This design comes from an exercise in tuning for small area on the open sky130 flow, not from production work. Function was checked by simulation only, so behaviour that the tests miss may differ from the original. No activity file was given, so power comes from the tool's default toggle rates.

<file path="design/flow/config.mk">
export PLATFORM = sky130hd
export DESIGN_NAME = csr_index_generator
export DESIGN_NICKNAME = csr_index_generator
export VERILOG_FILES = /design/flow/design.v
export SDC_FILE = /design/flow/constraint.sdc
export NUM_CORES = 4
export LEC_CHECK = 0
export CAP_MARGIN = 20
export CORE_MARGIN = 2
export CORE_UTILIZATION = 55
export CTS_BUF_LIST = sky130_fd_sc_hd__clkbuf_4
export CTS_CLUSTER_DIAMETER = 40
export CTS_CLUSTER_SIZE = 10
export SLEW_MARGIN = 20
</file>
<file path="design/flow/constraint.sdc">
create_clock -name core_clock -period 10.0 [get_ports {ap_clk}]
set_input_delay 2.0000 -clock core_clock [delete_from_list [all_inputs] [get_ports {ap_clk}]]
set_output_delay 2.0000 -clock core_clock [all_outputs]
set_load 0.01 [all_outputs]
</file>
<file path="design/flow/design.v">
package csr_index_pkg;
    parameter int INDEX_WIDTH   = 32;
    parameter int ADDRESS_WIDTH = 32;
    parameter int SHIFT_WIDTH   = 5;
    typedef logic [INDEX_WIDTH-1:0]   index_t;
    typedef logic [ADDRESS_WIDTH-1:0] address_t;
    typedef logic [SHIFT_WIDTH-1:0]   shift_t;
    typedef enum logic [3:0] {
        RESET       = 4'd0,
        IDLE        = 4'd1,
        SETUP       = 4'd2,
        START       = 4'd3,
        BUSY        = 4'd4,
        BUSY_TRANS  = 4'd5,
        PAUSE_TRANS = 4'd6,
        PAUSE       = 4'd7,
        DONE        = 4'd8
    } sequencer_state_t;
endpackage
`timescale 1ns/1ns
module csr_index_sequencer
(
    input  logic   ap_clk,
    input  logic   areset_generator,
    input  logic   config_valid,
    input  csr_index_pkg::index_t config_index_start,
    input  csr_index_pkg::index_t config_index_end,
    input  csr_index_pkg::index_t config_stride,
    input  logic   prog_full,
    input  logic   advance,          
    output logic   config_accept,
    output logic   idle,
    output logic   done,
    output logic   gen_valid,
    output csr_index_pkg::index_t gen_index
);
    csr_index_pkg::sequencer_state_t state;
    csr_index_pkg::sequencer_state_t next_state;
    csr_index_pkg::index_t end_reg;
    csr_index_pkg::index_t stride_reg;
    logic [csr_index_pkg::INDEX_WIDTH:0] count;
    logic                 end_hit;
    assign config_accept = config_valid && (state == csr_index_pkg::IDLE);
    always_ff @(posedge ap_clk) begin
        if (config_accept) begin
            end_reg    <= config_index_end;
            stride_reg <= config_stride;
        end
    end
    always_ff @(posedge ap_clk) begin
        if (areset_generator) begin
            state <= csr_index_pkg::RESET;
        end else begin
            state <= next_state;
        end
    end
    always_comb begin
        next_state = state;
        case (state)
            csr_index_pkg::RESET:       next_state = csr_index_pkg::IDLE;
            csr_index_pkg::IDLE:        if (config_accept) next_state = csr_index_pkg::SETUP;
            csr_index_pkg::SETUP:       next_state = csr_index_pkg::START;
            csr_index_pkg::START:       next_state = csr_index_pkg::BUSY;
            csr_index_pkg::BUSY: begin
                if (end_hit) begin
                    next_state = csr_index_pkg::DONE;
                end else if (prog_full) begin
                    next_state = csr_index_pkg::PAUSE_TRANS;
                end
            end
            csr_index_pkg::PAUSE_TRANS: next_state = csr_index_pkg::PAUSE;
            csr_index_pkg::PAUSE:       if (!prog_full) next_state = csr_index_pkg::BUSY_TRANS;
            csr_index_pkg::BUSY_TRANS:  next_state = csr_index_pkg::BUSY;
            csr_index_pkg::DONE:        next_state = csr_index_pkg::IDLE;
            default:                    next_state = csr_index_pkg::RESET;
        endcase
    end
    assign end_hit = count >= {1'b0, end_reg};
    localparam int RIPPLE = 16;
    logic [csr_index_pkg::INDEX_WIDTH:0] count_next;
    logic                                ripple_carry;
    always_comb begin
        ripple_carry = 1'b0;
        for (int i = 0; i < RIPPLE; i++) begin
            count_next[i] = count[i] ^ stride_reg[i] ^ ripple_carry;
            ripple_carry  = (count[i] & stride_reg[i]) | (ripple_carry & (count[i] ^ stride_reg[i]));
        end
        count_next[csr_index_pkg::INDEX_WIDTH:RIPPLE] = count[csr_index_pkg::INDEX_WIDTH:RIPPLE]
            + {1'b0, stride_reg[csr_index_pkg::INDEX_WIDTH-1:RIPPLE]}
            + (csr_index_pkg::INDEX_WIDTH + 1 - RIPPLE)'(ripple_carry);
    end
    always_ff @(posedge ap_clk) begin
        if (config_accept) begin
            count <= {1'b0, config_index_start};
        end else if (advance) begin
            count <= count_next;
        end
    end
    assign gen_valid = (state == csr_index_pkg::BUSY) && !end_hit;
    assign gen_index = count[csr_index_pkg::INDEX_WIDTH-1:0];
    assign idle = (state == csr_index_pkg::IDLE);
    assign done = (state == csr_index_pkg::DONE);
endmodule
`timescale 1ns/1ns
module csr_address_map
(
    input  logic     ap_clk,
    input  logic     config_accept,
    input  csr_index_pkg::address_t config_base_address,
    input  csr_index_pkg::shift_t   config_shift_amount,
    input  logic     config_shift_left,
    input  csr_index_pkg::index_t   gen_index,
    output csr_index_pkg::address_t gen_address
);
    csr_index_pkg::address_t base_address;
    csr_index_pkg::shift_t   shift_amount;
    logic     shift_left;
    csr_index_pkg::address_t offset;
    always_ff @(posedge ap_clk) begin
        if (config_accept) begin
            base_address <= config_base_address;
            shift_amount <= config_shift_amount;
            shift_left   <= config_shift_left;
        end
    end
    csr_index_pkg::address_t shift_in;
    csr_index_pkg::address_t shift_out;
    always_comb begin
        for (int i = 0; i < csr_index_pkg::ADDRESS_WIDTH; i++) begin
            shift_in[i] = shift_left ? gen_index[csr_index_pkg::ADDRESS_WIDTH-1-i] : gen_index[i];
        end
        shift_out = shift_in >> shift_amount;
        for (int i = 0; i < csr_index_pkg::ADDRESS_WIDTH; i++) begin
            offset[i] = shift_left ? shift_out[csr_index_pkg::ADDRESS_WIDTH-1-i] : shift_out[i];
        end
    end
    localparam int RIPPLE = 8;
    logic ripple_carry;
    always_comb begin
        ripple_carry = 1'b0;
        for (int i = 0; i < RIPPLE; i++) begin
            gen_address[i] = base_address[i] ^ offset[i] ^ ripple_carry;
            ripple_carry   = (base_address[i] & offset[i]) | (ripple_carry & (base_address[i] ^ offset[i]));
        end
        gen_address[csr_index_pkg::ADDRESS_WIDTH-1:RIPPLE] = base_address[csr_index_pkg::ADDRESS_WIDTH-1:RIPPLE]
            + offset[csr_index_pkg::ADDRESS_WIDTH-1:RIPPLE]
            + (csr_index_pkg::ADDRESS_WIDTH - RIPPLE)'(ripple_carry);
    end
endmodule
`timescale 1ns/1ns
module request_fifo
#(
    parameter int DEPTH       = 9,
    parameter int PROG_THRESH = 8
) (
    input  logic     ap_clk,
    input  logic     areset_generator,
    input  logic     gen_valid,      
    output logic     wr_en,          
    input  csr_index_pkg::index_t   wr_index,
    input  csr_index_pkg::address_t wr_address,
    input  logic     pop_ready,
    output logic     request_valid,
    output csr_index_pkg::index_t   request_index,
    output csr_index_pkg::address_t request_address,
    output logic     prog_full
);
    localparam int PTR_WIDTH = $clog2(DEPTH + 1);
    csr_index_pkg::index_t   index_mem   [DEPTH];
    csr_index_pkg::address_t address_mem [DEPTH];
    logic [PTR_WIDTH-1:0] wr_ptr;
    logic [DEPTH-1:0]     rd_ptr;    
    logic [PTR_WIDTH-1:0] count;     
    logic                 pending;   
    logic                 deferred;  
    logic                 slot_free;
    logic                 rd_en;
    assign rd_en = request_valid && pop_ready;
    assign slot_free = ({1'b0, count} + pending) <= (PTR_WIDTH+1)'(DEPTH - 1) + deferred;
    assign wr_en     = (gen_valid || deferred) && slot_free;
    always_ff @(posedge ap_clk) begin
        if (wr_en) begin
            index_mem[wr_ptr]   <= wr_index;
            address_mem[wr_ptr] <= wr_address;
        end
    end
    always_ff @(posedge ap_clk) begin
        if (areset_generator) begin
            wr_ptr   <= '0;
            rd_ptr   <= DEPTH'(1);
            count    <= '0;
            pending  <= 1'b0;
            deferred <= 1'b0;
        end else begin
            pending <= gen_valid;
            if (gen_valid && !slot_free) begin
                deferred <= 1'b1;
            end else if (wr_en) begin
                deferred <= 1'b0;
            end
            if (wr_en) begin
                wr_ptr <= (wr_ptr == PTR_WIDTH'(DEPTH - 1)) ? '0 : wr_ptr + 1'b1;
            end
            if (rd_en) begin
                rd_ptr <= {rd_ptr[DEPTH-2:0], rd_ptr[DEPTH-1]};
            end
            if (pending && !rd_en) begin
                count <= count + 1'b1;
            end else if (rd_en && !pending) begin
                count <= count - 1'b1;
            end
        end
    end
    always_comb begin
        request_index   = '0;
        request_address = '0;
        for (int i = 0; i < DEPTH; i++) begin
            if (rd_ptr[i]) begin
                request_index   = request_index   | index_mem[i];
                request_address = request_address | address_mem[i];
            end
        end
    end
    assign request_valid = count != '0;
    assign prog_full     = count >= PTR_WIDTH'(PROG_THRESH);
endmodule
`timescale 1ns/1ns
module csr_index_generator
(
    input  logic     ap_clk,
    input  logic     areset_generator,
    input  logic     config_valid,
    input  csr_index_pkg::index_t   config_index_start,
    input  csr_index_pkg::index_t   config_index_end,
    input  csr_index_pkg::index_t   config_stride,
    input  csr_index_pkg::address_t config_base_address,
    input  csr_index_pkg::shift_t   config_shift_amount,
    input  logic     config_shift_left,
    input  logic     request_ready,
    output logic     idle,
    output logic     done,
    output logic     request_valid,
    output csr_index_pkg::index_t   request_index,
    output csr_index_pkg::address_t request_address
);
    logic     config_accept;
    logic     gen_valid;
    logic     wr_en;
    csr_index_pkg::index_t   gen_index;
    csr_index_pkg::address_t gen_address;
    logic     prog_full;
    csr_index_sequencer i_csr_index_sequencer (
        .ap_clk             (ap_clk),
        .areset_generator   (areset_generator),
        .config_valid       (config_valid),
        .config_index_start (config_index_start),
        .config_index_end   (config_index_end),
        .config_stride      (config_stride),
        .prog_full          (prog_full),
        .advance            (wr_en),
        .config_accept      (config_accept),
        .idle               (idle),
        .done               (done),
        .gen_valid          (gen_valid),
        .gen_index          (gen_index)
    );
    csr_address_map i_csr_address_map (
        .ap_clk              (ap_clk),
        .config_accept       (config_accept),
        .config_base_address (config_base_address),
        .config_shift_amount (config_shift_amount),
        .config_shift_left   (config_shift_left),
        .gen_index           (gen_index),
        .gen_address         (gen_address)
    );
    request_fifo i_request_fifo (
        .ap_clk           (ap_clk),
        .areset_generator (areset_generator),
        .gen_valid        (gen_valid),
        .wr_en            (wr_en),
        .wr_index         (gen_index),
        .wr_address       (gen_address),
        .pop_ready        (request_ready),
        .request_valid    (request_valid),
        .request_index    (request_index),
        .request_address  (request_address),
        .prog_full        (prog_full)
    );
endmodule
</file>
<file path="design/flow/flow/run.sh">
#!/bin/bash
# Standard ORFS layout with a minimum-size buffer on every port and a clock
# tree built without dummy balancing loads.
set -e
cd "$(dirname "$0")/.."
export BUFFER_PORTS_ARGS="-buffer_cell sky130_fd_sc_hd__buf_1"
export CTS_ARGS="-sink_clustering_enable -repair_clock_nets -dont_use_dummy_load -buf_list sky130_fd_sc_hd__clkbuf_4 -sink_clustering_size 10 -sink_clustering_max_diameter 40"
bash standard.sh > standard.log 2>&1
</file>
<file path="design/flow/standard.sh">
#!/bin/bash
# synth_recipe.tcl (not shown) runs the flow's synth.tcl, then flattens the netlist and writes it again
# the make line also repeats each setting of config.mk as NAME=value (left out here)
make -C /OpenROAD-flow-scripts/flow DESIGN_CONFIG=/design/flow/config.mk WORK_HOME=/design/flow/orfs CLKGATE_MAP_FILE= SYNTH_SCRIPT=/design/flow/synth_recipe.tcl "${@:-finish}"
</file>
==> results of run 1 <==
[through the flow]
stage	area, sq um	utilization (%)	total power, mW
4_1_cts	34000	60.1	6.40
6_report	34000	60.2	6.35
3_5_place_dp	33200	58.8	5.06
2_1_floorplan	31500	-	4.57
3_3_place_gp	33200	58.8	5.03
5_1_grt	34000	60.2	6.65
[cell families after synthesis]
logic type      Yosys count  share of synthesized area [%]
compound gates          505                           12.1
xor+xnor                 32                          0.889
fa+ha+maj               108                           4.93
buf+inv                 189                           2.49
flops                   734                           69.1
mux                     102                           4.90
simple gates            379                           5.53
[worst max-delay path: cells and delay by family, from the launching register on]
kind	cells	cell delay (ns)
buffers and inverters	1	0.09
flip-flops	1	0.42
multiplexers	1	0.14
AO/OA/AOI/OAI	6	1.99
AND/OR/NAND/NOR	1	0.08
adder cells (fa/ha/maj)	18	6.41
[worst paths after layout]
path,depth (start not counted),end,from,slack (ns)
worst min-delay path,2,i_csr_index_sequencer.count[32]$_SDFFE_PP0P_,i_csr_index_sequencer.count[32]$_SDFFE_PP0P_,0.51
worst max-delay path,27,i_csr_index_sequencer.count[32]$_SDFFE_PP0P_,i_csr_index_sequencer.count[0]$_DFFE_PP_,0.75
worst min register to register,2,i_csr_index_sequencer.count[32]$_SDFFE_PP0P_,i_csr_index_sequencer.count[32]$_SDFFE_PP0P_,0.51
worst max register to register,27,i_csr_index_sequencer.count[32]$_SDFFE_PP0P_,i_csr_index_sequencer.count[0]$_DFFE_PP_,0.75
[layer usage]
| layer | track usage, % | routed length, microns | vias to the layer above |
|---|---|---|---|
| li1 | - | - | 8728 |
| met1 | 40.9 | 35800 | 10100 |
| met2 | 47.8 | 41900 | 815 |
| met3 | 4.08 | 5780 | 124 |
| met4 | 7.87 | 1990 | 0 |
| met5 | 0 | 0 | - |
[where the power goes]
part           total, mW  switching [mW]  internal, mW
Combinational       1.26           0.809         0.452
Sequential          3.73           0.126          3.61
Clock               1.36           0.901         0.457
Total               6.35            1.84          4.52
[area by class of cell]
| type | count | share of cell area (%) |
|---|---|---|
| Inverter | 76 | 0.847 |
| Multi-Input combinational cell | 1126 | 26.5 |
| Timing Repair Buffer | 256 | 3.44 |
| Antenna cell | 2 | 0.0147 |
| Clock buffer | 100 | 2.21 |
| Tap cell | 756 | 2.78 |
| Sequential cell | 734 | 64.2 |
[cells in the mapped netlist, types with 5 or more instances]
master	n
edfxtp_1	710
nand2_1	127
clkbuf_1	85
nand3_1	85
nor2_1	84
ha_1	81
inv_1	75
a21oi_1	72
a221oi_1	68
a22o_1	65
a222oi_1	64
a22oi_1	64
o21ai_0	62
mux2i_1	34
mux4_2	30
mux2_2	29
fa_1	27
dfxtp_1	24
xnor2_1	23
a21o_1	21
nor3_1	17
or3_1	16
a211oi_1	15
and3_1	12
buf_1	12
nand2b_1	10
o211ai_1	9
xor2_1	9
o22ai_1	7
a31o_2	6
buf_2	6
mux4_1	6
o21a_1	6
a211o_1	5
a31oi_1	5
buf_4	5
nor2b_1	5
nor4b_1	5
==> results.py, run 1 <==
metrics = {
    "status": {
        "outcome": "finished clean",
    },
    "final_layout": {
        "syn_to_final_growth_pct": 7.76,
        "multiInputGateArea_sq_mm": 0.00901,
        "fin_nets": 2540,
        "final_common_cell": "edfxtp_1",
        "seq_area_sq_mm": 0.0218,
        "final_cell_mix": "edfxtp_1 (710), buf_1 (204), nand2_1 (126)",
        "drive_above_1_share_pct": 10.7,
        "largestRegisters": "i_request_fifo.address_mem: 288 flops, i_request_fifo.index_mem: 288 flops, i_csr_index_sequencer.count: 33 flops",
        "final_cells": 3050,
        "fillers": 4410,
    },
    "clock_network": {
        "cts_max_path_buffers": 3,
        "hold_buffers": 0,
        "cts_resized": 0,
        "cts.sinks": 734,
        "clock_latency_ns": 0.91,
        "htree_levels": 3,
        "root_buffer": "clkbuf_4",
        "cts.repair_timing.setup_buffer_count": 0,
        "clkTransAtPathRegs_ns": 0.10,
        "cts_buffers": 100,
        "cts_tree": "yes",
    },
    "drt": {
        "drtIter0Drc": 2125,
        "wl_per_cell_microns": 28.0,
        "route.detailed.drc": 0,
        "drt-pass1-iter-count": 5,
        "wl_microns": 85500,
        "vias_per_cell": 6.49,
        "postRouteAntennaNets": 0,
        "vias": 19800,
    },
    "hold_path": {
        "hold_path.class": "flip-flop to flip-flop",
    },
    "placement": {
        "pre_cts_slack_ns": 0.776,
        "gp_congestion": 0.901,
        "dpl.cell_count": 2948,
        "dp_hpwl_microns": 53200,
        "portBuffers": 204,
    },
    "logic_synthesis": {
        "synth_enable_flop_cells": 710,
        "yosys_register_bits": 734,
        "synthCells": 2049,
        "synth_seq_area_share_pct": 69.1,
        "syn_avg_cell_area_sq_um": 15.4,
        "yosysTopAreaCellShare_pct": 67.6,
        "synthFlopType": "edfxtp_1",
        "yosys.area.top_type": "edfxtp_1",
        "synth.distinct_cells": 71,
        "async_flop_share_pct": 0,
        "synth_warnings": 3,
        "mappedNetlistNets": 2295,
        "synth_area_sq_mm": 0.0315,
        "synthTopCellsByArea": "edfxtp_1 (68%), ha_1 (3.2%), mux4_2 (2.1%)",
    },
    "timing": {
        "rsz0062_at_grt": "no",
        "fin_setup_tns_ns": 0,
        "period_minus_slack_ns": 9.25,
        "fmax_mhz": 108,
        "clock_skew_ns": 0.130,
        "tightest_slew_ns": 1.12,
        "slew_headroom_pct": 25.5,
        "timing.final.crit_share_pct": 92.5,
        "hold_violations": 0,
        "setup_viol": 0,
        "drv_slew": 0,
        "fin_ws_ns": 0.748,
        "worst_hold_slack_ns": 0.513,
    },
    "global_routing": {
        "antenna_found_initial": 3,
        "grt_pass1_wl_microns": 126000,
        "grt.overflow.total": 0,
        "grt_max_degree": 70,
        "grt_pass1_vias": 19600,
        "grt_usage_pct": 29.0,
    },
    "die": {
        "ios": 205,
        "die_h_microns": 243,
        "die_area_sq_mm": 0.0593,
        "die_w_microns": 243,
        "rows": 87,
        "initial_core_util_pct": 55.8,
        "core_sq_mm": 0.0565,
    },
    "worst_setup_path": {
        "cpMostUsedCell": "fa_1",
        "critical-path-max-stage-delay_ns": 0.75,
        "worstSetupPathType": "flip-flop to flip-flop",
        "cp-start-kind": "flip-flop",
        "critPathRequiredTime_ns": 10.77,
        "path_max_fanout": 3,
        "cp.arrival_ns": 10.02,
        "endpoint_kind": "flip-flop",
        "slowest_stage": "a2111oi_0",
    },
    "power_and_ir_drop": {
        "p_per_area_mw_per_mm2": 187,
        "ir_drop_uv": 140,
        "p_leak_nw": 11.3,
    },
    "job": {
        "drv_cap": 0,
    },
}
==> inputs of run 2 (changes only) <==
==> design/flow/flow/run.sh (replaced) <==
#!/bin/bash
# Standard ORFS layout, with three changes:
#  - the combinational logic of the standard synthesis is re-mapped by ABC
#    for area (registers, full/half adders and tie cells are kept as they are)
#  - a minimum-size buffer on every port
#  - a clock tree of clkbuf_8 built without dummy balancing loads
# Each tool's output goes to its own log file in the work folder.
set -euo pipefail
cd "$(dirname "$0")/.."
export BUFFER_PORTS_ARGS="-buffer_cell sky130_fd_sc_hd__buf_1"
export CTS_ARGS="-sink_clustering_enable -repair_clock_nets -dont_use_dummy_load -buf_list sky130_fd_sc_hd__clkbuf_8 -sink_clustering_size 16 -sink_clustering_max_diameter 60"

bash standard.sh synth > standard_synth.log 2>&1

R=orfs/results/${FLOW_PLATFORM}/csr_index_generator/base
LIB=${FLOW_HOME}/platforms/${FLOW_PLATFORM}/lib/sky130_fd_sc_hd__tt_025C_1v80.lib
cp $R/1_2_yosys.v 1_2_yosys_standard.v

DONT_USE=$(grep -oE 'cell *\( *"?sky130_fd_sc_hd__(lpflow_[a-z0-9_]+|probec?_p_8)' $LIB | sed -E 's/.*(sky130_fd_sc_hd__[a-z0-9_]+)/-dont_use \1/' | sort -u | tr '\n' ' ')
cat > resyn.ys <<EOY
read_liberty -ignore_miss_func $LIB
read_verilog 1_2_yosys_standard.v
hierarchy -top $FLOW_TOP
setattr -mod -set blackbox 1 sky130_fd_sc_hd__*df* sky130_fd_sc_hd__*dl* sky130_fd_sc_hd__fa_* sky130_fd_sc_hd__ha_* sky130_fd_sc_hd__conb_*
flatten
hierarchy -top $FLOW_TOP
opt_clean
abc -liberty $LIB $DONT_USE -script flow/area.abc -D 10000
opt_clean -purge
hierarchy -top $FLOW_TOP
stat -liberty $LIB
write_verilog -noattr -nohex -nodec resyn.v
EOY
yosys -s resyn.ys > resyn.log 2>&1
cp resyn.v $R/1_2_yosys.v
rm -f $R/1_synth.odb $R/1_synth.sdc

bash standard.sh finish > standard.log 2>&1
==> design/flow/flow/area.abc (new file) <==
&get -n
&st
&syn2
&dch
&nf
&st
&dch
&nf
&put
buffer -c
topo
stime -c
upsize -c
dnsize -c
==> design/flow/config.mk (replaced) <==
export PLATFORM = sky130hd
export DESIGN_NAME = csr_index_generator
export DESIGN_NICKNAME = csr_index_generator
export VERILOG_FILES = /design/flow/design.v
export SDC_FILE = /design/flow/constraint.sdc
export NUM_CORES = 4
export LEC_CHECK = 0
export CAP_MARGIN = 5
export CORE_MARGIN = 2
export CORE_UTILIZATION = 70
export CTS_BUF_LIST = sky130_fd_sc_hd__clkbuf_8
export CTS_CLUSTER_DIAMETER = 60
export CTS_CLUSTER_SIZE = 16
export SLEW_MARGIN = 5
==> results.py, run 2 <==
metrics = {
    "status": {
        "outcome": "finished clean",
    },
    "clock_network": {
        "cts_buffers": 53,
        "htree_levels": 2,
        "clkTransAtPathRegs_ns": 0.10,
        "cts_tree": "yes",
        "cts.sinks": 734,
        "clock_latency_ns": 0.67,
        "hold_buffers": 0,
        "cts_max_path_buffers": 3,
        "root_buffer": "clkbuf_8",
    },
    "final_layout": {
        "drive_above_1_share_pct": 7.10,
        "multiInputGateArea_sq_mm": 0.00794,
        "final_cell_mix": "edfxtp_1 (710), buf_1 (204), a222oi_1 (192)",
        "final_common_cell": "edfxtp_1",
        "seq_area_sq_mm": 0.0218,
        "fillers": 2443,
        "syn_to_final_growth_pct": 8.43,
        "fin_nets": 2416,
        "design_area_sq_mm": 0.0325,
        "largestRegisters": "i_request_fifo.address_mem: 288 flops, i_request_fifo.index_mem: 288 flops, i_csr_index_sequencer.count: 33 flops",
    },
    "timing": {
        "rsz0062_at_grt": "no",
        "tightest_slew_ns": 1.20,
        "fmax_mhz": 106,
        "drv_slew": 0,
        "setup_viol": 0,
        "slew_headroom_pct": 19.8,
        "period_minus_slack_ns": 9.40,
        "fin_ws_ns": 0.595,
        "timing.final.crit_share_pct": 94.0,
        "fin_setup_tns_ns": 0,
        "hold_violations": 0,
        "clock_skew_ns": 0.0544,
    },
    "global_routing": {
        "grt.overflow.total": 0,
        "grt_max_degree": 80,
        "antenna_found_initial": 1,
        "grt_usage_pct": 34.3,
        "grt_pass1_wl_microns": 112000,
        "grt_pass1_vias": 18800,
    },
    "die": {
        "ios": 205,
        "initial_core_util_pct": 71.2,
        "die_w_microns": 211,
        "die_area_sq_mm": 0.0445,
        "core_sq_mm": 0.0421,
        "die_h_microns": 211,
        "rows": 75,
    },
    "worst_setup_path": {
        "slowest_stage": "fa_1",
        "critPathRequiredTime_ns": 10.41,
        "rrSetupSlack_ns": 0.60,
        "endpoint_kind": "flip-flop",
        "path_max_fanout": 3,
        "cp-start-kind": "flip-flop",
        "cpMostUsedCell": "fa_1",
        "critical-path-max-stage-delay_ns": 0.41,
        "cp.arrival_ns": 9.82,
        "worstSetupPathType": "flip-flop to flip-flop",
    },
    "logic_synthesis": {
        "mappedNetlistNets": 2127,
        "synth_area_sq_mm": 0.0300,
        "synth_warnings": 3,
        "synthCells": 1881,
        "syn_avg_cell_area_sq_um": 15.9,
    },
    "placement": {
        "dp_hpwl_microns": 46500,
        "placed_area_sq_mm": 0.0318,
        "pre_cts_slack_ns": 0.456,
        "portBuffers": 204,
        "gp_congestion": 0.963,
    },
    "drt": {
        "wl_per_cell_microns": 28.1,
        "vias": 19300,
        "vias_per_cell": 7.11,
        "postRouteAntennaNets": 0,
        "wl_microns": 76100,
        "drtIter0Drc": 3026,
        "drt-pass1-iter-count": 10,
        "route.detailed.drc": 0,
    },
    "power_and_ir_drop": {
        "p_per_area_mw_per_mm2": 220,
        "power_mw": 7.17,
        "ir_drop_uv": 193,
        "p_leak_nw": 10.8,
    },
    "hold_path": {
        "hold_path.class": "flip-flop to flip-flop",
    },
    "job": {
        "drv_cap": 0,
    },
}
==> run 2: cell count changes in the layout (fill, tap and decap cells not counted), moves of 22 or more <==
| cell | before | now |
|---|---|---|
| a221oi_1 | 68 | 4 |
| nor2_1 | 84 | 106 |
| clkbuf_4 | 100 | 0 |
| a22o_1 | 65 | 0 |
| clkbuf_8 | 0 | 53 |
| mux2_2 | 29 | 5 |
| a21oi_1 | 72 | 104 |
| a222oi_1 | 64 | 192 |
| a22oi_1 | 64 | 5 |
==> run 2: path summary, 6_finish.rpt <==
path / endpoint / from / cells past startpoint
hold / removal: i_csr_index_sequencer.count[32]$_SDFFE_PP0P_ / i_csr_index_sequencer.count[32]$_SDFFE_PP0P_ / 1
setup reg to reg: i_csr_index_sequencer.count[31]$_DFFE_PP_ / i_csr_index_sequencer.count[0]$_DFFE_PP_ / 32
setup / recovery: i_csr_index_sequencer.count[31]$_DFFE_PP_ / i_csr_index_sequencer.count[0]$_DFFE_PP_ / 32
hold reg to reg: i_csr_index_sequencer.count[32]$_SDFFE_PP0P_ / i_csr_index_sequencer.count[32]$_SDFFE_PP0P_ / 1
==> run 2: layout make-up <==
class / instances / share of cell area (%)
Inverter: 67 / 0.789
Clock buffer: 53 / 2.24
Timing Repair Buffer: 249 / 3.39
Antenna cell: 2 / 0.0154
Sequential cell: 734 / 67.1
Tap cell: 539 / 2.07
Multi-Input combinational cell: 1065 / 24.4
==> run 2: power breakdown <==
part | internal, mW | switching [mW]
combinational | 0.662 | 1.18
sequential | 3.65 | 0.334
clock | 0.474 | 0.866
==> run 2: stage by stage <==
stage                     instances  hold slack [ns]  utilization [%]
after global placement         2650            0.470             75.4
final                          2709            0.489             77.2
after floorplan                1881            0.437                -
after global routing           2707            0.526             77.2
after detailed placement       2650            0.465             75.4
after CTS                      2703            0.487             77.1
==> run 2: metal layers <==
layer	vias to the layer above	track usage (%)	routed length, microns
li1	8293	-	-
met3	162	6.39	8970
met2	1378	55.7	36400
met5	-	0	0
met4	0	11.0	2280
met1	9420	48.0	28400
==> run 2: worst max-delay path, delay by kind of cell (launching register included) <==
family                   cells  cell delay [ns]
XOR/XNOR                     1             0.14
adder cells (fa/ha/maj)     17             6.25
AND/OR/NAND/NOR              2             0.14
buffers and inverters        1             0.08
flip-flops                   1             0.40
AO/OA/AOI/OAI               11             2.15
==> run 2: timing repair <==
| action | 4_1_cts | 5_1_grt |
|---|---|---|
| endpoints found under the hold margin | 0 | 0 |
| resized for setup | 0 | 2 |
| setup endpoints to repair | 0 | 19 |
| setup buffers | 0 | 4 |
==> inputs of run 3 (changes only) <==
==> design/flow/flow/area.abc (replaced) <==
&get -n
&st
&dch
&nf -R 1000
&st
&dch
&nf -R 1000
&put
==> results.py, run 3 <==
metrics = {
    "timing": {
        "period_minus_slack_ns": 9.53,
        "clock_skew_ns": 0.0544,
        "timing.final.crit_share_pct": 95.3,
        "hold_violations": 0,
        "drv_slew": 0,
        "slew_headroom_pct": 11.9,
        "tightest_slew_ns": 1.32,
        "fmax_mhz": 105,
        "setup_viol": 0,
        "worst_hold_slack_ns": 0.558,
    },
    "die": {
        "core_sq_mm": 0.0419,
        "rows": 75,
        "die_w_microns": 210,
        "initial_core_util_pct": 71.0,
        "die_h_microns": 210,
        "die_area_sq_mm": 0.0442,
        "ios": 205,
    },
    "drt": {
        "vias_per_cell": 7.09,
        "vias": 19300,
        "drtIter0Drc": 3280,
        "route.detailed.drc": 0,
        "wl_per_cell_microns": 28.1,
        "wl_microns": 76400,
        "postRouteAntennaNets": 0,
        "drt-pass1-iter-count": 10,
    },
    "clock_network": {
        "hold_buffers": 0,
        "cts_tree": "yes",
        "cts_max_path_buffers": 3,
        "clkTransAtPathRegs_ns": 0.09,
        "root_buffer": "clkbuf_8",
        "htree_levels": 2,
        "cts_buffers": 52,
        "cts.sinks": 734,
        "clock_latency_ns": 0.68,
    },
    "final_layout": {
        "fin_util_pct": 77.6,
        "fin_nets": 2430,
        "fillers": 2438,
        "final_common_cell": "edfxtp_1",
        "final_cell_mix": "edfxtp_1 (710), buf_1 (204), a222oi_1 (198)",
        "drive_above_1_share_pct": 6.74,
        "syn_to_final_growth_pct": 9.26,
        "largestRegisters": "i_request_fifo.address_mem: 288 flops, i_request_fifo.index_mem: 288 flops, i_csr_index_sequencer.count: 33 flops",
    },
    "worst_setup_path": {
        "endpoint_kind": "flip-flop",
        "worstSetupPathType": "flip-flop to flip-flop",
        "r2r_cells": 38,
        "path_max_fanout": 14,
        "critPathRequiredTime_ns": 10.42,
        "cp-start-kind": "flip-flop",
        "slowest_stage": "edfxtp_1",
        "cpMostUsedCell": "fa_1",
        "cp.arrival_ns": 9.95,
        "critical-path-max-stage-delay_ns": 0.51,
    },
    "logic_synthesis": {
        "synth_area_sq_mm": 0.0298,
        "synth_warnings": 3,
        "syn_avg_cell_area_sq_um": 16.0,
        "mappedNetlistNets": 2108,
        "synthCells": 1862,
    },
    "global_routing": {
        "grt_usage_pct": 34.7,
        "grt_util_met2_pct": 56.9,
        "grt.overflow.total": 0,
        "grt_use_met3_pct": 5.90,
        "grt_pass1_vias": 19200,
        "antenna_found_initial": 1,
        "grt_pass1_wl_microns": 113000,
        "grt-busiest-layer": "met2",
        "use_met1_pct": 47.0,
        "grt_max_degree": 85,
    },
    "placement": {
        "gp_congestion": 0.961,
        "portBuffers": 204,
        "dp_hpwl_microns": 45800,
    },
    "hold_path": {
        "hold_path.class": "flip-flop to flip-flop",
        "min_path_cells": 1,
    },
    "power_and_ir_drop": {
        "ir_drop_uv": 222,
        "p_leak_nw": 10.7,
        "p_per_area_mw_per_mm2": 247,
    },
    "status": {
        "outcome": "finished clean",
    },
    "job": {
        "drv_cap": 0,
    },
}
[run 3: cell type report]
cell class | count | area, sq um | share of cell area (%)
Tap cell | 539 | 674 | 2.07
Multi-Input combinational cell | 1070 | 7860 | 24.2
Inverter | 58 | 223 | 0.684
Sequential cell | 734 | 21800 | 67.1
Antenna cell | 1 | 2.50 | 0.00769
Clock buffer | 52 | 716 | 2.20
Timing Repair Buffer | 268 | 1250 | 3.83
[run 3: critical path, delay by kind of cell, from the launching register on]
family                     cells  cell delay (ns)
xor gates and xnor gates       1             0.15
and+or+nand+nor               12             1.83
buffers and inverters          4             0.51
adders and majority gates      9             3.43
DFF                            1             0.51
AOI/OAI and AO/OA             12             2.85
[run 3: stage by stage]
step / power (mW) / setup TNS [ns] / area (sq um) / std cells / setup slack, ns
floorplan: 5.66 / 0 / 29800 / 1862 / 0.138
global placement: 6.63 / 0 / 31800 / 2664 / 0.505
detailed placement: 6.72 / 0 / 31800 / 2664 / 0.201
CTS: 7.99 / 0 / 32500 / 2716 / 0.0609
global route: 8.37 / -0.199 / 32600 / 2722 / -0.0295
finish: 8.05 / 0 / 32600 / 2722 / 0.471
[run 3: what timing repair did]
action / CTS / global route
gates resized for setup: 0 / 9
setup endpoints to repair: 0 / 64
setup buffers: 0 / 5
endpoints found under the hold margin: 0 / 0
[run 3: routing by layer]
| metal | vias to the layer above | share of wire [%] |
|---|---|---|
| met5 | - | 0 |
| met4 | 0 | 4.1 |
| met3 | 190 | 12 |
| met2 | 1349 | 48 |
| met1 | 9414 | 36 |
| li1 | 8350 | - |
[run 3: power by group]
part           internal, mW  switching [mW]
combinational         0.873            1.52
sequential             3.86           0.479
clock                 0.465           0.855
total                  5.19            2.85
[run 3: worst paths after layout]
kind,start,endpoint,slack (ns)
worst max-delay path,i_csr_address_map.shift_left$_DFFE_PP_,i_request_fifo.address_mem[0][31]$_DFFE_PP_,0.47
worst min-delay path,i_request_fifo.count[3]$_SDFFE_PP0P_,i_request_fifo.count[3]$_SDFFE_PP0P_,0.56
worst max register to register,i_csr_address_map.shift_left$_DFFE_PP_,i_request_fifo.address_mem[0][31]$_DFFE_PP_,0.47
worst min register to register,i_request_fifo.count[3]$_SDFFE_PP0P_,i_request_fifo.count[3]$_SDFFE_PP0P_,0.56
==> inputs of run 4 (changes only) <==
==> design/flow/flow/area.abc (replaced) <==
&get -n
&st
&syn2
&dch
&nf -R 20
&st
&dch
&nf -R 20
&put
==> results.py, run 4 <==
metrics = {
    "hold_path": {
        "min_from": "i_request_fifo.rd_ptr[8]$_SDFFE_PP0P_",
        "hold_path.class": "flip-flop to flip-flop",
        "min_path_cells": 2,
        "hold_path_end": "i_request_fifo.rd_ptr[0]$_SDFFE_PP1P_",
    },
    "global_routing": {
        "antenna_found_initial": 3,
        "grt.overflow.total": 0,
        "grt_pass1_wl_microns": 109000,
        "grt_max_degree": 89,
        "grt_pass1_vias": 18700,
        "grt_usage_pct": 33.4,
    },
    "worst_setup_path": {
        "endpoint_kind": "flip-flop",
        "path_max_fanout": 4,
        "r2r-start": "i_csr_index_sequencer.count[0]$_DFFE_PP_",
        "cp.arrival_ns": 9.90,
        "cp-start-kind": "flip-flop",
        "slowest_stage": "edfxtp_1",
        "r2r_cells": 34,
        "r2r_end": "i_csr_index_sequencer.count[31]$_DFFE_PP_",
        "cpMostUsedCell": "fa_1",
        "critical-path-max-stage-delay_ns": 0.46,
        "worstSetupPathType": "flip-flop to flip-flop",
        "rrSetupSlack_ns": 0.53,
        "critPathRequiredTime_ns": 10.43,
    },
    "die": {
        "die_w_microns": 211,
        "ios": 205,
        "initial_core_util_pct": 71.0,
        "core_sq_mm": 0.0420,
        "die_area_sq_mm": 0.0443,
        "rows": 75,
        "die_h_microns": 211,
    },
    "status": {
        "outcome": "finished clean",
    },
    "clock_network": {
        "cts_max_path_buffers": 3,
        "cts.sinks": 734,
        "clkTransAtPathRegs_ns": 0.10,
        "cts_buffers": 52,
        "clock_latency_ns": 0.69,
        "root_buffer": "clkbuf_8",
        "hold_buffers": 0,
        "cts_tree": "yes",
        "htree_levels": 2,
    },
    "timing": {
        "slew_headroom_pct": 23.7,
        "setup_viol": 0,
        "rsz0062_at_grt": "no",
        "clock_skew_ns": 0.0394,
        "hold_violations": 0,
        "fmax_mhz": 106,
        "fin_setup_tns_ns": 0,
        "period_minus_slack_ns": 9.47,
        "timing.final.crit_share_pct": 94.7,
        "tightest_slew_ns": 1.15,
        "drv_slew": 0,
    },
    "final_layout": {
        "diodes": 0,
        "largestRegisters": "i_request_fifo.address_mem: 288 flops, i_request_fifo.index_mem: 288 flops, i_csr_index_sequencer.count: 33 flops",
        "fin_nets": 2395,
        "final_cells": 2686,
        "final_cell_mix": "edfxtp_1 (710), buf_1 (204), a222oi_1 (192)",
        "drive_above_1_share_pct": 6.52,
        "syn_to_final_growth_pct": 8.55,
        "final_common_cell": "edfxtp_1",
    },
    "logic_synthesis": {
        "syn_avg_cell_area_sq_um": 16.1,
        "synth_warnings": 3,
        "synthCells": 1851,
        "synth_area_sq_mm": 0.0299,
        "mappedNetlistNets": 2097,
    },
    "drt": {
        "vias": 18900,
        "vias_per_cell": 7.05,
        "postRouteAntennaNets": 0,
        "wl_microns": 73500,
        "drt-pass1-iter-count": 7,
        "wl_per_cell_microns": 27.4,
        "route.detailed.drc": 0,
        "drtIter0Drc": 2807,
    },
    "power_and_ir_drop": {
        "ir_drop_uv": 162,
        "p_leak_nw": 10.5,
        "p_per_area_mw_per_mm2": 222,
    },
    "placement": {
        "dp_hpwl_microns": 43600,
        "portBuffers": 204,
        "dpl.cell_count": 2623,
        "gp_congestion": 0.991,
    },
    "job": {
        "drv_cap": 0,
    },
}
[run 4: repair_timing]
item / 4_1_cts / 5_1_grt
gates resized for setup: 0 / 2
endpoints found under the setup margin: 0 / 20
setup buffers: 0 / 11
[run 4: how the worst max path moves through the flow]
stage / slack (ns) / cells past startpoint / start / end
2_1_floorplan: 0.05 / 33 / i_csr_address_map.shift_left$_DFFE_PP_ / i_request_fifo.address_mem[0][31]$_DFFE_PP_
3_3_place_gp: 0.64 / 35 / i_csr_index_sequencer.count[0]$_DFFE_PP_ / i_csr_index_sequencer.count[32]$_SDFFE_PP0P_
3_5_place_dp: 0.42 / 34 / i_csr_index_sequencer.count[0]$_DFFE_PP_ / i_csr_index_sequencer.count[31]$_DFFE_PP_
4_1_cts: 0.43 / 34 / i_csr_index_sequencer.count[0]$_DFFE_PP_ / i_csr_index_sequencer.count[31]$_DFFE_PP_
5_1_grt: 0.03 / 35 / i_csr_index_sequencer.count[0]$_DFFE_PP_ / i_csr_index_sequencer.count[32]$_SDFFE_PP0P_
6_report: 0.53 / 34 / i_csr_index_sequencer.count[0]$_DFFE_PP_ / i_csr_index_sequencer.count[31]$_DFFE_PP_
[run 4: power breakdown]
group          switching, mW  leakage, nW  internal (mW)  total [mW]
clock                  0.865        0.374          0.466        1.33
sequential             0.305         6.61           3.66        3.97
combinational           1.22         3.52          0.687        1.91
total                   2.40         10.5           4.81        7.21
[run 4: metal layers]
metal	wire length [microns]	part of all wire, %	track usage (%)	vias to the layer above
met1	28100	38	47.7	9268
met3	8090	11	5.68	147
li1	-	-	-	8259
met4	2000	2.7	10.0	6
met2	35300	48	54.1	1260
met5	38	0.052	0	-
[run 4: through the flow]
stage	hold WS, ns	worst slack, ns	util, %	instance area (sq um)	power [mW]
after global routing	0.528	0.0314	77.1	32400	7.48
after global placement	0.458	0.644	75.2	31600	5.84
after detailed placement	0.455	0.421	75.2	31600	5.90
final	0.484	0.526	77.1	32400	7.21
after floorplan	0.432	0.0475	-	29900	5.10
after CTS	0.479	0.434	76.9	32300	7.18
[run 4: layout make-up]
cell class	instances	area, sq um
clock buffers	52	716
fillers	2457	9620
inverters	59	230
multi-input cells	1058	7910
flip-flops and latches	734	21800
well taps	539	674
repair buffers	244	1070
[run 4: worst max-delay path: cells and delay by family, from the launching register on]
kind	cells	cell delay, ns
adders and majority gates	17	6.28
AOI/OAI and AO/OA	9	1.61
and+or+nand+nor	6	0.61
DFF	1	0.46
xor gates and xnor gates	1	0.16
buffers and inverters	1	0.07
==> inputs of run 5 (changes only) <==
==> design/flow/flow/area.abc (replaced) <==
&get -n
&st
&syn2
&dch
&nf
&st
&dch
&nf
&put
--- a/design/flow/config.mk
+++ b/design/flow/config.mk
@@ -8,5 +8,5 @@
 export CAP_MARGIN = 5
 export CORE_MARGIN = 2
-export CORE_UTILIZATION = 70
+export CORE_UTILIZATION = 80
 export CTS_BUF_LIST = sky130_fd_sc_hd__clkbuf_8
 export CTS_CLUSTER_DIAMETER = 60
==> results.py, run 5 <==
metrics = {
    "die": {
        "die_w_microns": 197,
        "die_area_sq_mm": 0.0389,
        "rows": 70,
        "ios": 205,
        "die_h_microns": 197,
        "core_sq_mm": 0.0367,
        "initial_core_util_pct": 81.4,
    },
    "worst_setup_path": {
        "worstSetupPathType": "flip-flop to flip-flop",
        "cp.arrival_ns": 10.13,
        "cp-start-kind": "flip-flop",
        "critical_path.endpoint": "i_csr_index_sequencer.count[31]$_DFFE_PP_",
        "critical-path-max-stage-delay_ns": 0.48,
        "endpoint_kind": "flip-flop",
        "r2r_cells": 32,
        "r2r_end": "i_csr_index_sequencer.count[31]$_DFFE_PP_",
        "r2r-start": "i_csr_index_sequencer.count[0]$_DFFE_PP_",
        "critPathRequiredTime_ns": 10.40,
        "path_max_fanout": 5,
        "cpMostUsedCell": "fa_1",
        "rrSetupSlack_ns": 0.28,
        "slowest_stage": "edfxtp_1",
        "critPathLaunch": "i_csr_index_sequencer.count[0]$_DFFE_PP_",
    },
    "placement": {
        "dp_hpwl_microns": 46600,
        "pre_cts_slack_ns": 0.303,
        "placed_area_sq_mm": 0.0316,
        "dpl.cell_count": 2565,
        "gp_congestion": 0.945,
        "portBuffers": 204,
    },
    "power_and_ir_drop": {
        "power_mw": 7.23,
        "p_leak_nw": 10.5,
        "ir_drop_uv": 218,
        "p_per_area_mw_per_mm2": 223,
    },
    "final_layout": {
        "final_cells": 2629,
        "fin_nets": 2408,
        "final_cell_mix": "edfxtp_1 (710), buf_1 (204), a222oi_1 (192)",
        "design_area_sq_mm": 0.0324,
        "largestRegisters": "i_request_fifo.address_mem: 288 flops, i_request_fifo.index_mem: 288 flops, i_csr_index_sequencer.count: 33 flops",
        "fin_util_pct": 88.2,
        "multiInputGateArea_sq_mm": 0.00792,
        "final_common_cell": "edfxtp_1",
        "fillers": 1438,
        "drive_above_1_share_pct": 6.39,
        "syn_to_final_growth_pct": 8.29,
        "seq_area_sq_mm": 0.0218,
    },
    "logic_synthesis": {
        "mappedNetlistNets": 2112,
        "syn_avg_cell_area_sq_um": 16.0,
        "synthCells": 1866,
        "synth_area_sq_mm": 0.0299,
        "synth_warnings": 3,
    },
    "drt": {
        "drt-pass1-iter-count": 8,
        "drtIter0Drc": 3916,
        "postRouteAntennaNets": 0,
        "vias": 20400,
        "wl_microns": 81300,
        "vias_per_cell": 7.75,
        "route.detailed.drc": 0,
        "wl_per_cell_microns": 30.9,
    },
    "clock_network": {
        "cts_buffers": 52,
        "clkTransAtPathRegs_ns": 0.10,
        "root_buffer": "clkbuf_8",
        "cts.sinks": 734,
        "cts_tree": "yes",
        "hold_buffers": 0,
        "clock_latency_ns": 0.69,
        "htree_levels": 2,
        "cts_max_path_buffers": 3,
    },
    "timing": {
        "fin_ws_ns": 0.279,
        "timing.final.crit_share_pct": 97.2,
        "slew_headroom_pct": 12.9,
        "setup_viol": 0,
        "fmax_mhz": 103,
        "hold_violations": 0,
        "period_minus_slack_ns": 9.72,
        "tightest_slew_ns": 1.30,
        "clock_skew_ns": 0.0780,
        "drv_slew": 0,
    },
    "global_routing": {
        "grt_usage_pct": 41.7,
        "grt_pass1_vias": 20100,
        "grt_max_degree": 97,
        "grt_pass1_wl_microns": 118000,
        "grt.overflow.total": 0,
        "antenna_found_initial": 0,
    },
    "job": {
        "drv_cap": 0,
    },
    "status": {
        "outcome": "finished clean",
    },
    "hold_path": {
        "hold_path.class": "flip-flop to flip-flop",
        "min_from": "i_csr_index_sequencer.count[32]$_SDFFE_PP0P_",
    },
}
## run 5: cell type report
class	count	share of cell area, %
inverter	67	0.804
timing repair buffer	242	3.25
multi-input combinational	1065	24.5
clock buffer	52	2.21
tap	468	1.81
sequential	734	67.4
antenna	1	0.00773
## run 5: worst min-delay path by stage
stage                                                    to  slack, ns  cells past startpoint
2_1_floorplan  i_csr_index_sequencer.count[32]$_SDFFE_PP0P_       0.44                      1
3_3_place_gp   i_csr_index_sequencer.count[32]$_SDFFE_PP0P_       0.47                      1
3_5_place_dp   i_csr_index_sequencer.count[32]$_SDFFE_PP0P_       0.50                      1
4_1_cts        i_csr_index_sequencer.count[32]$_SDFFE_PP0P_       0.52                      1
5_1_grt        i_csr_index_sequencer.count[32]$_SDFFE_PP0P_       0.55                      1
6_report       i_csr_index_sequencer.count[32]$_SDFFE_PP0P_       0.53                      1
## run 5: metrics by stage
step	TNS [ns]	hold slack [ns]
5_1_grt	-0.0309	0.551
6_report	0	0.530
4_1_cts	0	0.524
2_1_floorplan	0	0.438
3_5_place_dp	0	0.505
3_3_place_gp	0	0.475
## run 5: report_power, final
part / total (mW) / leakage (nW) / internal [mW] / switching, mW
logic: 1.76 / 3.52 / 0.663 / 1.10
clock network: 1.35 / 0.374 / 0.466 / 0.886
registers: 4.12 / 6.61 / 3.66 / 0.462
total: 7.23 / 10.5 / 4.79 / 2.44
## run 5: layer usage
layer	GRT usage (%)	vias up	routed length, microns
li1	-	8285	-
met1	55.1	9604	25400
met2	66.9	2147	39300
met3	8.30	342	12000
met4	22.6	0	4550
met5	0	-	0
## run 5: critical path: cells and delay by family (launching register included)
| kind | cells | cell delay, ns |
|---|---|---|
| DFF | 1 | 0.48 |
| and+or+nand+nor | 2 | 0.15 |
| buffers and inverters | 1 | 0.07 |
| adders and majority gates | 17 | 6.28 |
| xor gates and xnor gates | 1 | 0.17 |
| AOI/OAI and AO/OA | 11 | 2.27 |
## run 5: timing repair
item | CTS | global route
gates resized for setup | 0 | 5
setup endpoints to repair | 0 | 31
setup buffers | 0 | 11
==> inputs of run 6 (changes only) <==
--- a/design/flow/flow/run.sh
+++ b/design/flow/flow/run.sh
@@ -2,5 +2,5 @@
 # Standard ORFS layout, with three changes:
 #  - the combinational logic of the standard synthesis is re-mapped by ABC
-#    for area (registers, full/half adders and tie cells are kept as they are)
+#    for area (registers, full adders and tie cells are kept as they are)
 #  - a minimum-size buffer on every port
 #  - a clock tree of clkbuf_8 built without dummy balancing loads
@@ -22,5 +22,5 @@
 read_verilog 1_2_yosys_standard.v
 hierarchy -top $FLOW_TOP
-setattr -mod -set blackbox 1 sky130_fd_sc_hd__*df* sky130_fd_sc_hd__*dl* sky130_fd_sc_hd__fa_* sky130_fd_sc_hd__ha_* sky130_fd_sc_hd__conb_*
+setattr -mod -set blackbox 1 sky130_fd_sc_hd__*df* sky130_fd_sc_hd__*dl* sky130_fd_sc_hd__fa_* sky130_fd_sc_hd__conb_*
 flatten
 hierarchy -top $FLOW_TOP
==> design/flow/flow/area.abc (replaced) <==
&get -n
&st
&syn2
&dch
&nf -R 20
&st
&dch
&nf -R 20
&put
--- a/design/flow/config.mk
+++ b/design/flow/config.mk
@@ -8,5 +8,5 @@
 export CAP_MARGIN = 5
 export CORE_MARGIN = 2
-export CORE_UTILIZATION = 80
+export CORE_UTILIZATION = 70
 export CTS_BUF_LIST = sky130_fd_sc_hd__clkbuf_8
 export CTS_CLUSTER_DIAMETER = 60
==> results.py, run 6 <==
metrics = {
    "logic_synthesis": {
        "synthCells": 1862,
        "synth_area_sq_mm": 0.0297,
        "syn_avg_cell_area_sq_um": 15.9,
        "mappedNetlistNets": 2027,
        "synth_warnings": 3,
    },
    "die": {
        "die_w_microns": 210,
        "die_h_microns": 210,
        "die_area_sq_mm": 0.0440,
        "initial_core_util_pct": 70.8,
        "rows": 75,
        "ios": 205,
        "core_sq_mm": 0.0419,
    },
    "final_layout": {
        "syn_to_final_growth_pct": 8.92,
        "largestRegisters": "i_request_fifo.address_mem: 288 flops, i_request_fifo.index_mem: 288 flops, i_csr_index_sequencer.count: 33 flops",
        "drive_above_1_share_pct": 6.93,
        "seq_area_sq_mm": 0.0218,
        "final_common_cell": "edfxtp_1",
        "design_area_sq_mm": 0.0323,
        "multiInputGateArea_sq_mm": 0.00773,
        "final_cell_mix": "edfxtp_1 (710), buf_1 (204), a222oi_1 (195)",
        "fillers": 2451,
        "diodes": 0,
        "fin_util_pct": 77.2,
        "fin_nets": 2333,
    },
    "drt": {
        "wl_per_cell_microns": 28.3,
        "route.detailed.drc": 0,
        "wl_microns": 76500,
        "drt-pass1-iter-count": 9,
        "vias": 19400,
        "vias_per_cell": 7.18,
        "drtIter0Drc": 3866,
        "postRouteAntennaNets": 0,
    },
    "worst_setup_path": {
        "path_max_fanout": 2,
        "r2r_cells": 38,
        "r2r_end": "i_csr_index_sequencer.count[32]$_SDFFE_PP0P_",
        "worstSetupPathType": "flip-flop to flip-flop",
        "r2r-start": "i_csr_index_sequencer.count[0]$_DFFE_PP_",
        "rrSetupSlack_ns": 0.48,
        "slowest_stage": "fa_1",
        "path_buf_inv": 1,
        "critPathRequiredTime_ns": 10.55,
        "endpoint_kind": "flip-flop",
        "cpMostUsedCell": "fa_1",
        "critical-path-max-stage-delay_ns": 0.43,
        "cp.arrival_ns": 10.07,
        "critical_path.top_delay_family": "adder cells",
        "cp-start-kind": "flip-flop",
    },
    "global_routing": {
        "grt-busiest-layer": "met2",
        "grt_use_met3_pct": 5.76,
        "use_met1_pct": 52.0,
        "grt_pass1_vias": 18800,
        "grt.overflow.total": 0,
        "grt_usage_pct": 35.1,
        "antenna_found_initial": 0,
        "grt_pass1_wl_microns": 113000,
        "grt_max_degree": 84,
        "grt_util_met2_pct": 55.0,
    },
    "timing": {
        "timing.final.crit_share_pct": 95.2,
        "fin_ws_ns": 0.477,
        "tightest_slew_ns": 1.28,
        "setup_viol": 0,
        "fin_setup_tns_ns": 0,
        "fmax_mhz": 105,
        "hold_violations": 0,
        "clock_skew_ns": 0.0529,
        "slew_headroom_pct": 14.7,
        "worst_hold_slack_ns": 0.501,
        "drv_slew": 0,
        "period_minus_slack_ns": 9.52,
        "rsz0062_at_grt": "no",
    },
    "clock_network": {
        "clkTransAtPathRegs_ns": 0.10,
        "cts_max_path_buffers": 3,
        "cts.sinks": 734,
        "root_buffer": "clkbuf_8",
        "cts_tree": "yes",
        "htree_levels": 2,
        "cts_buffers": 53,
        "clock_latency_ns": 0.69,
    },
    "job": {
        "drv_cap": 0,
    },
    "hold_path": {
        "min_path_cells": 1,
        "hold_path.class": "flip-flop to flip-flop",
        "hold_path_end": "i_csr_index_sequencer.count[32]$_SDFFE_PP0P_",
        "min_from": "i_csr_index_sequencer.count[32]$_SDFFE_PP0P_",
    },
    "power_and_ir_drop": {
        "ir_drop_uv": 284,
        "p_leak_nw": 10.1,
        "p_per_area_mw_per_mm2": 206,
    },
    "placement": {
        "gp_congestion": 0.940,
        "dp_hpwl_microns": 44600,
        "pre_cts_slack_ns": 0.345,
        "placed_area_sq_mm": 0.0316,
        "portBuffers": 204,
    },
    "status": {
        "outcome": "finished clean",
    },
}
## run 6: cell count changes in the layout (fill, tap and decap cells not counted), sizes merged, moves of 11 or more
cell / change
nor2b: +15
nor2: +39
and2: +12
a21oi: -28
ha: -81
o21ai: -15
clkinv: -11
xnor2: +26
## run 6: how the worst max path moves through the flow
stage                                        startpoint                                      endpoint  slack, ns  cells past startpoint
3_3_place_gp   i_csr_index_sequencer.count[0]$_DFFE_PP_  i_csr_index_sequencer.count[32]$_SDFFE_PP0P_       0.59                     38
2_1_floorplan    i_csr_address_map.shift_left$_DFFE_PP_   i_request_fifo.address_mem[0][30]$_DFFE_PP_       0.11                     31
6_report       i_csr_index_sequencer.count[0]$_DFFE_PP_  i_csr_index_sequencer.count[32]$_SDFFE_PP0P_       0.48                     38
5_1_grt        i_csr_index_sequencer.count[0]$_DFFE_PP_  i_csr_index_sequencer.count[32]$_SDFFE_PP0P_       0.02                     38
3_5_place_dp   i_csr_index_sequencer.count[0]$_DFFE_PP_     i_csr_index_sequencer.count[30]$_DFFE_PP_       0.35                     36
4_1_cts        i_csr_index_sequencer.count[0]$_DFFE_PP_  i_csr_index_sequencer.count[32]$_SDFFE_PP0P_       0.29                     38
## run 6: report_power, final
part	switching, mW	internal (mW)
Combinational	1.02	0.530
Clock	0.866	0.474
Sequential	0.199	3.56
## run 6: routing by layer
layer / share of wire (%) / routed length, microns
met2: 47 / 36000
met4: 2.7 / 2050
met1: 37 / 28100
met3: 13 / 10300
met5: 0 / 0
## run 6: repair_timing
item	in CTS	in global routing
gates resized for setup	0	7
setup buffers	0	0
hold buffers	0	0
endpoints found under the setup margin	0	2
## run 6: worst reg2reg max path: cells and delay by family, from the launching register on
family	cells	cell delay, ns
adders and majority gates	17	6.25
AOI/OAI and AO/OA	14	1.89
and+or+nand+nor	6	0.80
DFF	1	0.40
buffers and inverters	1	0.07
## run 6: area by class of cell
class	count	share of cell area [%]
Multi-Input combinational cell	1073	23.9
Inverter	55	0.647
Timing Repair Buffer	251	3.50
Clock buffer	53	2.26
Sequential cell	734	67.6
Tap cell	539	2.09
## run 6: stage by stage
stage	instances	power, mW
4_1_cts	2705	6.62
5_1_grt	2705	6.87
2_1_floorplan	1862	4.67
3_5_place_dp	2652	5.34
3_3_place_gp	2652	5.30
6_report	2705	6.65
==> inputs of run 7 (changes only) <==
==> design/flow/flow/area.abc (replaced) <==
&get -n
&st
&syn2
&dch
&nf
&st
&dch
&nf
&put
==> results.py, run 7 <==
metrics = {
    "status": {
        "outcome": "finished clean",
    },
    "die": {
        "ios": 205,
        "die_h_microns": 210,
        "rows": 75,
        "initial_core_util_pct": 71.0,
        "core_sq_mm": 0.0419,
        "die_area_sq_mm": 0.0442,
        "die_w_microns": 210,
    },
    "placement": {
        "pre_cts_slack_ns": 0.355,
        "gp_congestion": 0.979,
        "dpl.cell_count": 2643,
        "dp_hpwl_microns": 44700,
        "portBuffers": 204,
        "placed_area_sq_mm": 0.0316,
    },
    "timing": {
        "hold_violations": 0,
        "period_minus_slack_ns": 9.45,
        "timing.final.crit_share_pct": 94.5,
        "clock_skew_ns": 0.0541,
        "worst_hold_slack_ns": 0.500,
        "rsz0062_at_grt": "no",
        "slew_headroom_pct": 21.9,
        "fmax_mhz": 106,
        "fin_setup_tns_ns": 0,
        "setup_viol": 0,
        "tightest_slew_ns": 1.17,
        "drv_slew": 0,
        "fin_ws_ns": 0.553,
    },
    "drt": {
        "wl_microns": 73600,
        "postRouteAntennaNets": 0,
        "drtIter0Drc": 2952,
        "drt-pass1-iter-count": 8,
        "vias": 19100,
        "route.detailed.drc": 0,
        "wl_per_cell_microns": 27.3,
        "vias_per_cell": 7.08,
    },
    "global_routing": {
        "grt_pass1_vias": 19100,
        "use_met1_pct": 47.0,
        "grt.overflow.total": 0,
        "grt_pass1_wl_microns": 111000,
        "grt_usage_pct": 33.7,
        "grt_max_degree": 69,
        "grt_use_met3_pct": 5.04,
        "antenna_found_initial": 0,
        "grt_util_met2_pct": 55.5,
        "grt-busiest-layer": "met2",
    },
    "worst_setup_path": {
        "worstSetupPathType": "flip-flop to flip-flop",
        "critPathRequiredTime_ns": 10.54,
        "cp.arrival_ns": 9.99,
        "slowest_stage": "edfxtp_1",
        "endpoint_kind": "flip-flop",
        "cp-start-kind": "flip-flop",
        "cpMostUsedCell": "fa_1",
        "critical-path-max-stage-delay_ns": 0.47,
        "path_max_fanout": 5,
    },
    "final_layout": {
        "fillers": 2439,
        "drive_above_1_share_pct": 6.71,
        "final_common_cell": "edfxtp_1",
        "final_cell_mix": "edfxtp_1 (710), buf_1 (204), a222oi_1 (195)",
        "design_area_sq_mm": 0.0324,
        "final_cells": 2699,
        "syn_to_final_growth_pct": 8.75,
        "largestRegisters": "i_request_fifo.address_mem: 288 flops, i_request_fifo.index_mem: 288 flops, i_csr_index_sequencer.count: 33 flops",
        "diodes": 0,
        "fin_nets": 2327,
        "fin_util_pct": 77.2,
    },
    "clock_network": {
        "cts.sinks": 734,
        "clock_latency_ns": 0.67,
        "cts_tree": "yes",
        "htree_levels": 2,
        "clkTransAtPathRegs_ns": 0.10,
        "hold_buffers": 0,
        "root_buffer": "clkbuf_8",
        "cts_max_path_buffers": 3,
        "cts_buffers": 53,
    },
    "power_and_ir_drop": {
        "p_leak_nw": 10.1,
        "power_mw": 6.61,
        "ir_drop_uv": 156,
        "p_per_area_mw_per_mm2": 204,
    },
    "logic_synthesis": {
        "synth_warnings": 3,
        "mappedNetlistNets": 2024,
        "syn_avg_cell_area_sq_um": 16.0,
        "synth_area_sq_mm": 0.0298,
        "synthCells": 1859,
    },
    "job": {
        "drv_cap": 0,
    },
    "hold_path": {
        "hold_path.class": "flip-flop to flip-flop",
    },
}
## run 7: timing repair
action | CTS | global route
buffers inserted | 0 | 3
resized for setup | 0 | 1
endpoints found under the setup margin | 0 | 20
## run 7: layout make-up
type | count | area (sq um) | area share (%)
Timing Repair Buffer | 248 | 1110 | 3.43
Tap cell | 539 | 674 | 2.08
Sequential cell | 734 | 21800 | 67.3
Clock buffer | 53 | 729 | 2.25
Inverter | 56 | 216 | 0.668
Multi-Input combinational cell | 1069 | 7850 | 24.2
## run 7: worst max-delay path: cells and delay by family, from the launching register on
kind	cells	cell delay (ns)
adder cells (fa/ha/maj)	17	6.21
AO/OA/AOI/OAI	14	2.13
flip-flops	1	0.47
buffers and inverters	1	0.07
AND/OR/NAND/NOR	3	0.42
## run 7: path summary, 6_finish.rpt
check | from | end | slack [ns] | cells after the start
worst min register to register | i_csr_index_sequencer.count[32]$_SDFFE_PP0P_ | i_csr_index_sequencer.count[32]$_SDFFE_PP0P_ | 0.50 | 1
worst min-delay path | i_csr_index_sequencer.count[32]$_SDFFE_PP0P_ | i_csr_index_sequencer.count[32]$_SDFFE_PP0P_ | 0.50 | 1
worst max-delay path | i_csr_index_sequencer.count[0]$_DFFE_PP_ | i_csr_index_sequencer.count[32]$_SDFFE_PP0P_ | 0.55 | 35
worst max register to register | i_csr_index_sequencer.count[0]$_DFFE_PP_ | i_csr_index_sequencer.count[32]$_SDFFE_PP0P_ | 0.55 | 35
## run 7: metal layers
layer | routed length [microns] | part of all wire (%) | up-vias
li1 | - | - | 8338
met1 | 27600 | 37 | 9391
met2 | 36000 | 49 | 1222
met3 | 7630 | 10 | 163
met4 | 2450 | 3.3 | 0
met5 | 0 | 0 | -
## run 7: where the power goes
group | switching [mW] | internal, mW
sequential | 0.221 | 3.56
clock | 0.855 | 0.474
combinational | 0.968 | 0.531
==> inputs of run 8 (changes only) <==
==> design/flow/flow/area.abc (replaced) <==
&get -n
&st
&syn2
&dch
&nf -R 60
&st
&dch
&nf -R 60
&put
==> results.py, run 8 <==
metrics = {
    "status": {
        "outcome": "finished clean",
    },
    "timing": {
        "drv_slew": 0,
        "setup_viol": 0,
        "fmax_mhz": 104,
        "worst_hold_slack_ns": 0.518,
        "period_minus_slack_ns": 9.58,
        "rsz0062_at_grt": "no",
        "tightest_slew_ns": 1.24,
        "slew_headroom_pct": 17.3,
        "fin_setup_tns_ns": 0,
        "clock_skew_ns": 0.0865,
        "hold_violations": 0,
        "timing.final.crit_share_pct": 95.8,
    },
    "logic_synthesis": {
        "synthCells": 1866,
        "mappedNetlistNets": 2031,
        "synth_warnings": 3,
        "synth_area_sq_mm": 0.0295,
        "syn_avg_cell_area_sq_um": 15.8,
    },
    "placement": {
        "dp_hpwl_microns": 45200,
        "portBuffers": 204,
        "placed_area_sq_mm": 0.0314,
        "gp_congestion": 0.965,
    },
    "clock_network": {
        "cts_buffers": 54,
        "cts_max_path_buffers": 3,
        "hold_buffers": 0,
        "root_buffer": "clkbuf_8",
        "cts.sinks": 734,
        "htree_levels": 2,
        "clock_latency_ns": 0.70,
        "cts_tree": "yes",
        "clkTransAtPathRegs_ns": 0.10,
    },
    "final_layout": {
        "fillers": 2497,
        "final_cell_mix": "edfxtp_1 (710), buf_1 (204), a222oi_1 (194)",
        "fin_util_pct": 77.3,
        "largestRegisters": "i_request_fifo.address_mem: 288 flops, i_request_fifo.index_mem: 288 flops, i_csr_index_sequencer.count: 33 flops",
        "design_area_sq_mm": 0.0323,
        "syn_to_final_growth_pct": 9.50,
        "fin_nets": 2351,
        "final_common_cell": "edfxtp_1",
        "drive_above_1_share_pct": 7.33,
    },
    "drt": {
        "wl_per_cell_microns": 27.7,
        "route.detailed.drc": 0,
        "wl_microns": 75500,
        "vias_per_cell": 7.14,
        "drtIter0Drc": 3369,
        "postRouteAntennaNets": 0,
        "drt-pass1-iter-count": 9,
        "vias": 19500,
    },
    "global_routing": {
        "grt_pass1_vias": 19000,
        "grt_max_degree": 73,
        "grt.overflow.total": 0,
        "grt_use_met3_pct": 5.67,
        "grt_usage_pct": 35.0,
        "use_met1_pct": 48.7,
        "grt_util_met2_pct": 57.3,
        "grt-busiest-layer": "met2",
        "grt_pass1_wl_microns": 113000,
        "antenna_found_initial": 2,
    },
    "worst_setup_path": {
        "endpoint_kind": "flip-flop",
        "cp-start-kind": "flip-flop",
        "slowest_stage": "fa_1",
        "worstSetupPathType": "flip-flop to flip-flop",
        "cp.arrival_ns": 10.14,
        "path_max_fanout": 2,
        "critical-path-max-stage-delay_ns": 0.44,
        "critPathRequiredTime_ns": 10.56,
        "cpMostUsedCell": "fa_1",
    },
    "die": {
        "core_sq_mm": 0.0418,
        "die_h_microns": 209,
        "initial_core_util_pct": 70.6,
        "die_area_sq_mm": 0.0438,
        "ios": 205,
        "rows": 75,
        "die_w_microns": 209,
    },
    "power_and_ir_drop": {
        "p_leak_nw": 10.1,
        "p_per_area_mw_per_mm2": 206,
        "ir_drop_uv": 184,
        "power_mw": 6.65,
    },
    "job": {
        "drv_cap": 0,
    },
    "hold_path": {
        "hold_path.class": "flip-flop to flip-flop",
    },
}
run 8: report_power, final:
part	internal (mW)	total [mW]	leakage, nW	switching (mW)
sequential	3.56	3.78	6.61	0.220
clock	0.482	1.37	0.388	0.885
combinational	0.521	1.50	3.11	0.982
total	4.56	6.65	10.1	2.09
run 8: per-layer routing:
metal  vias to the layer above  routed length (microns)  share of wire (%)
met2                      1417                    36800                 49
li1                       8322                        -                  -
met3                       153                     9240                 12
met1                      9567                    27100                 36
met5                         -                       13              0.017
met4                         2                     2300                3.0
run 8: area by class of cell:
cell class / count / area [sq um] / share of cell area [%]
repair buffers: 264 / 1270 / 3.92
diodes: 1 / 2.50 / 0.00776
inverters: 51 / 198 / 0.613
well taps: 539 / 674 / 2.09
multi-input cells: 1081 / 7560 / 23.4
flip-flops and latches: 734 / 21800 / 67.6
clock buffers: 54 / 743 / 2.30
run 8: what timing repair did:
item,CTS,global route
gates resized for setup,0,6
endpoints found under the setup margin,0,47
setup buffers,0,14
run 8: worst max-delay path: cells and delay by family, from the launching register on:
kind            cells  cell delay (ns)
compound gates     13             1.81
flops               1             0.39
buf+inv             1             0.07
fa+ha+maj          17             6.28
simple gates        7             0.92
run 8: path summary, 6_finish.rpt:
kind	from	end	slack [ns]	depth (start not counted)
worst max-delay path	i_csr_index_sequencer.count[0]$_DFFE_PP_	i_csr_index_sequencer.count[32]$_SDFFE_PP0P_	0.42	38
worst min-delay path	i_csr_index_sequencer.count[32]$_SDFFE_PP0P_	i_csr_index_sequencer.count[32]$_SDFFE_PP0P_	0.52	1
worst max register to register	i_csr_index_sequencer.count[0]$_DFFE_PP_	i_csr_index_sequencer.count[32]$_SDFFE_PP0P_	0.42	38
worst min register to register	i_csr_index_sequencer.count[32]$_SDFFE_PP0P_	i_csr_index_sequencer.count[32]$_SDFFE_PP0P_	0.52	1
run 8: metrics by stage:
step | setup slack (ns) | cells
2_1_floorplan | 0.669 | 1866
3_3_place_gp | 0.422 | 2655
5_1_grt | 0.0641 | 2723
4_1_cts | 0.184 | 2709
3_5_place_dp | 0.184 | 2655
6_report | 0.416 | 2724

[port drivers added, routing unchanged]
The results above use ideal ports. As a check the final layouts listed here were re-extracted and re-timed, cells and wires unchanged. Step 1 (the two cells are an assumption about what drives the block):
set clk [get_ports {ap_clk}]
set_driving_cell -lib_cell sky130_fd_sc_hd__clkbuf_16 $clk
set_driving_cell -lib_cell sky130_fd_sc_hd__buf_2 [delete_from_list [all_inputs] $clk]
Step 2 adds t to the input delays and takes it off the output delays; t is the mean of the earliest and latest rising clock arrival at the registers after step 1. Input paths then give back, and output paths get back, about the clock's delay inside the block. Slacks: ideal / step 1 / step 2; pairs: ideal / step 1.
run	t, ns	slack for setup (ns)	worst setup path at the end	worst data-port slew with drivers (ns)	cell pins on the clock port's net
run 1	0.910	0.748 / 0.748 / 0.748	register to register	0.04	1
run 2	0.705	0.595 / 0.595 / 0.595	register to register	0.11	1
run 3	0.701	0.471 / 0.471 / 0.471	register to register	0.08	1
run 4	0.721	0.526 / 0.526 / 0.526	register to register	0.08	1
run 5	0.704	0.279 / 0.279 / 0.279	register to register	0.09	1
run 6	0.715	0.477 / 0.477 / 0.477	register to register	0.06	1
run 7	0.697	0.553 / 0.553 / 0.553	register to register	0.05	1
run 8	0.723	0.416 / 0.416 / 0.416	register to register	0.10	1
After both steps every run listed still meets setup and hold.
